What follows belongs to an exercise in optimizing a design on an open flow for small area; a production flow would make more cautious choices.
The RTL was checked by simulation tests, not by an equivalence proof against the original design.
No driver is modelled on the clock port, so clock power and skew are understated where the tree is cut down; a real chip needs a root buffer or a tree.

build 14:
==> flow/design.v <==
module param_sync_fifo #(
  parameter int WIDTH        = 128,
  parameter int DEPTH        = 16,
  parameter int ALM_FULL_TH  = DEPTH - 2,
  parameter int ALM_EMPTY_TH = 2,
  parameter int FWFT         = 0
) (
  input  logic                clk,
  input  logic                reset,
  input  logic                i_wren,
  input  logic [WIDTH-1:0]    i_wrdata,
  input  logic                i_rden,
  input  logic                i_clr_err,
  output logic [WIDTH-1:0]    o_rddata,
  output logic                o_full,
  output logic                o_empty,
  output logic                o_alm_full,
  output logic                o_alm_empty,
  output logic [$clog2(DEPTH+1)-1:0] o_count,
  output logic                o_overflow,
  output logic                o_underflow
);
  localparam int CW = $clog2(DEPTH + 1);
  logic [WIDTH-1:0] r_mem [DEPTH];
  logic [DEPTH-1:0] r_wr_sel;    
  logic [DEPTH-1:0] r_rd_sel;    
  logic [CW-1:0]    r_count;
  logic             r_full;
  logic             r_empty;
  logic             r_rd_ok;     
  logic             r_alm_full;
  logic             r_alm_empty;
  logic             r_overflow;
  logic             r_underflow;
  logic [WIDTH-1:0] r_rddata;
  logic             w_rd_acc;
  logic             w_wr_acc;
  logic [CW-1:0]    w_count_nxt;
  logic [WIDTH-1:0] w_rd_word;
  assign w_rd_acc = i_rden && !r_empty;
  assign w_wr_acc = i_wren && (!r_full || w_rd_acc);
  always_comb begin
    w_count_nxt = r_count;
    if (w_wr_acc && !w_rd_acc)
      w_count_nxt = r_count + CW'(1);
    else if (w_rd_acc && !w_wr_acc)
      w_count_nxt = r_count - CW'(1);
  end
  logic [DEPTH-1:0] w_row_we;
  logic [DEPTH-1:0] w_row_keep;
  assign w_row_we   = r_wr_sel & {DEPTH{w_wr_acc}};
  assign w_row_keep = ~w_row_we;
  for (genvar i = 0; i < DEPTH; i++) begin : g_row
    logic [WIDTH-1:0] w_mem_nxt;
    for (genvar b = 0; b < WIDTH; b++) begin : g_bit
      fifo_ao22 u_hold (
        .a1(i_wrdata[b]), .a2(w_row_we[i]),
        .b1(r_mem[i][b]), .b2(w_row_keep[i]),
        .y(w_mem_nxt[b])
      );
    end
    always_ff @(posedge clk)
      r_mem[i] <= w_mem_nxt;
  end
  logic [DEPTH-1:0] w_rd_gate;
  logic             w_rd_go;
  logic             w_hold;
  assign w_rd_go   = i_rden && r_rd_ok && !reset;
  assign w_hold    = !(i_rden && r_rd_ok) && !reset;
  assign w_rd_gate = r_rd_sel & {DEPTH{w_rd_go}};
  for (genvar b = 0; b < WIDTH; b++) begin : g_rd_bit
    logic [4:0] w_grp_n;
    for (genvar g = 0; g < 5; g++) begin : g_grp
      fifo_aoi222 u_aoi (
        .a1(r_mem[3*g][b]),   .a2(w_rd_gate[3*g]),
        .b1(r_mem[3*g+1][b]), .b2(w_rd_gate[3*g+1]),
        .c1(r_mem[3*g+2][b]), .c2(w_rd_gate[3*g+2]),
        .y(w_grp_n[g])
      );
    end
    logic w_grp_any;
    fifo_nand4 u_any (.a(w_grp_n[3:0]), .y(w_grp_any));
    fifo_rd_join u_join (
      .any3(w_grp_any), .grp4_n(w_grp_n[4]),
      .a1(r_mem[15][b]), .a2(w_rd_gate[15]),
      .b1(r_rddata[b]),  .b2(w_hold),
      .y(w_rd_word[b])
    );
  end
  always_ff @(posedge clk)
    r_rddata <= w_rd_word;
  always_ff @(posedge clk) begin
    if (reset) begin
      r_wr_sel    <= DEPTH'(1);
      r_rd_sel    <= DEPTH'(1);
      r_count     <= '0;
      r_full      <= 1'b0;
      r_empty     <= 1'b1;
      r_rd_ok     <= 1'b0;
      r_alm_full  <= 1'b0;
      r_alm_empty <= 1'b1;
      r_overflow  <= 1'b0;
      r_underflow <= 1'b0;
    end else begin
      if (w_wr_acc)
        r_wr_sel <= {r_wr_sel[DEPTH-2:0], r_wr_sel[DEPTH-1]};
      if (w_rd_acc) begin
        r_rd_sel <= {r_rd_sel[DEPTH-2:0], r_rd_sel[DEPTH-1]};
      end
      r_count     <= w_count_nxt;
      r_full      <= (w_count_nxt == CW'(DEPTH));
      r_empty     <= (w_count_nxt == '0);
      r_rd_ok     <= (w_count_nxt != '0);
      r_alm_full  <= (w_count_nxt >= CW'(ALM_FULL_TH));
      r_alm_empty <= (w_count_nxt <= CW'(ALM_EMPTY_TH));
      if (i_wren && r_full && !w_rd_acc)
        r_overflow <= 1'b1;
      else if (i_clr_err)
        r_overflow <= 1'b0;
      if (i_rden && r_empty)
        r_underflow <= 1'b1;
      else if (i_clr_err)
        r_underflow <= 1'b0;
    end
  end
  assign o_rddata    = r_rddata;
  assign o_full      = r_full;
  assign o_empty     = r_empty;
  assign o_alm_full  = r_alm_full;
  assign o_alm_empty = r_alm_empty;
  assign o_count     = r_count;
  assign o_overflow  = r_overflow;
  assign o_underflow = r_underflow;
endmodule
module fifo_aoi222 (
  input  logic a1, a2, b1, b2, c1, c2,
  output logic y
);
  assign y = ~((a1 & a2) | (b1 & b2) | (c1 & c2));
endmodule
module fifo_nand4 (
  input  logic [3:0] a,
  output logic       y
);
  assign y = ~&a;
endmodule
module fifo_rd_join (
  input  logic any3, grp4_n,
  input  logic a1, a2, b1, b2,
  output logic y
);
  assign y = ~(~any3 & grp4_n & ~(a1 & a2) & ~(b1 & b2));
endmodule
module fifo_ao22 (
  input  logic a1, a2, b1, b2,
  output logic y
);
  assign y = (a1 & a2) | (b1 & b2);
endmodule
==> flow/config.mk <==
export PLATFORM = sky130hd
export DESIGN_NAME = param_sync_fifo
export DESIGN_NICKNAME = param_sync_fifo
export VERILOG_FILES = /design/flow/design.v
export SDC_FILE = /design/flow/constraint.sdc
export NUM_CORES = 4
export LEC_CHECK = 0
export CAP_MARGIN = 20
export CORE_MARGIN = 2
export CORE_UTILIZATION = 58
export PLACE_DENSITY = 0.85
export SLEW_MARGIN = 20
export SYNTH_HIERARCHICAL = 1
==> flow/constraint.sdc <==
create_clock -name core_clock -period 3.2 [get_ports {clk}]
set_input_delay 0.6400 -clock core_clock [delete_from_list [all_inputs] [get_ports {clk}]]
set_output_delay 0.6400 -clock core_clock [all_outputs]
set_load 0.01 [all_outputs]
standard.sh (not shown) runs the stock make flow with config.mk's settings and CLKGATE_MAP_FILE= SYNTH_SCRIPT=/design/flow/synth_recipe.tcl, a recipe that flattens the netlist after the stock synthesis.
==> flow/flow/run.sh <==
#!/bin/bash
# Own layout flow: the standard synthesis unchanged, then the standard ORFS
# steps with buf_1 port buffers, no oversized repair buffers (flow/dont_use.txt
# adds them to the platform's list after synthesis), and a clock tree built by
# flow/clock_tree.tcl in place of TritonCTS: the flip-flops are split by
# recursive bisection into compact groups of at most 28, each driven by a
# clkbuf_16 at its centre, and the leaf buffers are grouped the same way up to
# one root buffer. Each tool's output goes to a log file in this folder.
set -euo pipefail
here=$(pwd)
bash standard.sh synth > "$here/synth.log" 2>&1

export CLK_LEAF_MAX=28 CLK_NODE_MAX=8
export CLK_LEAF_CELL=sky130_fd_sc_hd__clkbuf_16 CLK_NODE_CELL=sky130_fd_sc_hd__clkbuf_8
export CLK_ROOT_CELL=sky130_fd_sc_hd__clkbuf_16
bash standard.sh \
  "DONT_USE_CELLS=$(cat flow/dont_use.txt)" \
  "BUFFER_PORTS_ARGS=-buffer_cell sky130_fd_sc_hd__buf_1" \
  "PRE_CTS_TCL=$here/flow/clock_tree.tcl" \
  finish > "$here/layout.log" 2>&1
Other scripts of this flow, unchanged in this note and not shown: flow/flow/clock_tree.tcl, flow/flow/dont_use.txt
For trial 7, these inputs were changed with respect to build 14:
- changing PLACE_DENSITY from 0.85 to 0.92
Findings:
- met1 wire length for trial 7: 2.6% down relative to build 14
- Higher final standard cell count with taps included and fillers excluded among trial 7 and build 14: build 14
- Build 14 -> trial 7: area used by sequential logic in the layout delta 0, exact match
- Wire length of the first global-routing pass ends up higher on trial 7.
- Per the comparison of trial 7 with build 14, setup fix buffers added after clock tree synthesis has remained practically unchanged, cell area has remained practically unchanged, worst setup slack has decreased, slew of the pin with the lowest slew margin has increased, area of the multi-input gates has remained practically unchanged.
- Trial 7 ends up with a hold slack that is 0.011 ns higher than in build 14.
No run of this note takes its clock network from TritonCTS; it comes from the design's own scripts or RTL.

-- port drivers added, routing unchanged --
No port has a modelled driver above. Below, the same layouts with a new extraction and two added sets of constraints. Step 1 (the two cells are an assumption about what drives the block):
set clk [get_ports {clk}]
set_driving_cell -lib_cell sky130_fd_sc_hd__clkbuf_16 $clk
set_driving_cell -lib_cell sky130_fd_sc_hd__buf_2 [delete_from_list [all_inputs] $clk]
Step 2 also shifts input and output timing later by t, the mid clock arrival at the registers, as if the neighbouring blocks saw the same clock. Slacks: no drivers / after step 1 / after step 2; pairs: no drivers / after step 1.
| run | t (ns) | setup WS [ns] | hold slack, ns | latest minus earliest clock arrival (ns) | worst data-port slew with drivers (ns) |
|---|---|---|---|---|---|
| build 14 | 0.970 | 0.381 / 0.381 / -0.261 | 0.053 / -0.006 / 0.475 | 0.031 / 0.031 | 0.13 |
| trial 7 | 0.960 | 0.359 / 0.359 / -0.087 | 0.064 / 0.004 / 0.477 | 0.048 / 0.048 | 0.11 |
With both steps, setup timing fails in build 14 and trial 7, where it was met with ideal ports. The setup slack of build 14, which loses most, moves by 0.000 ns with the drivers and by -0.642 ns with both steps.
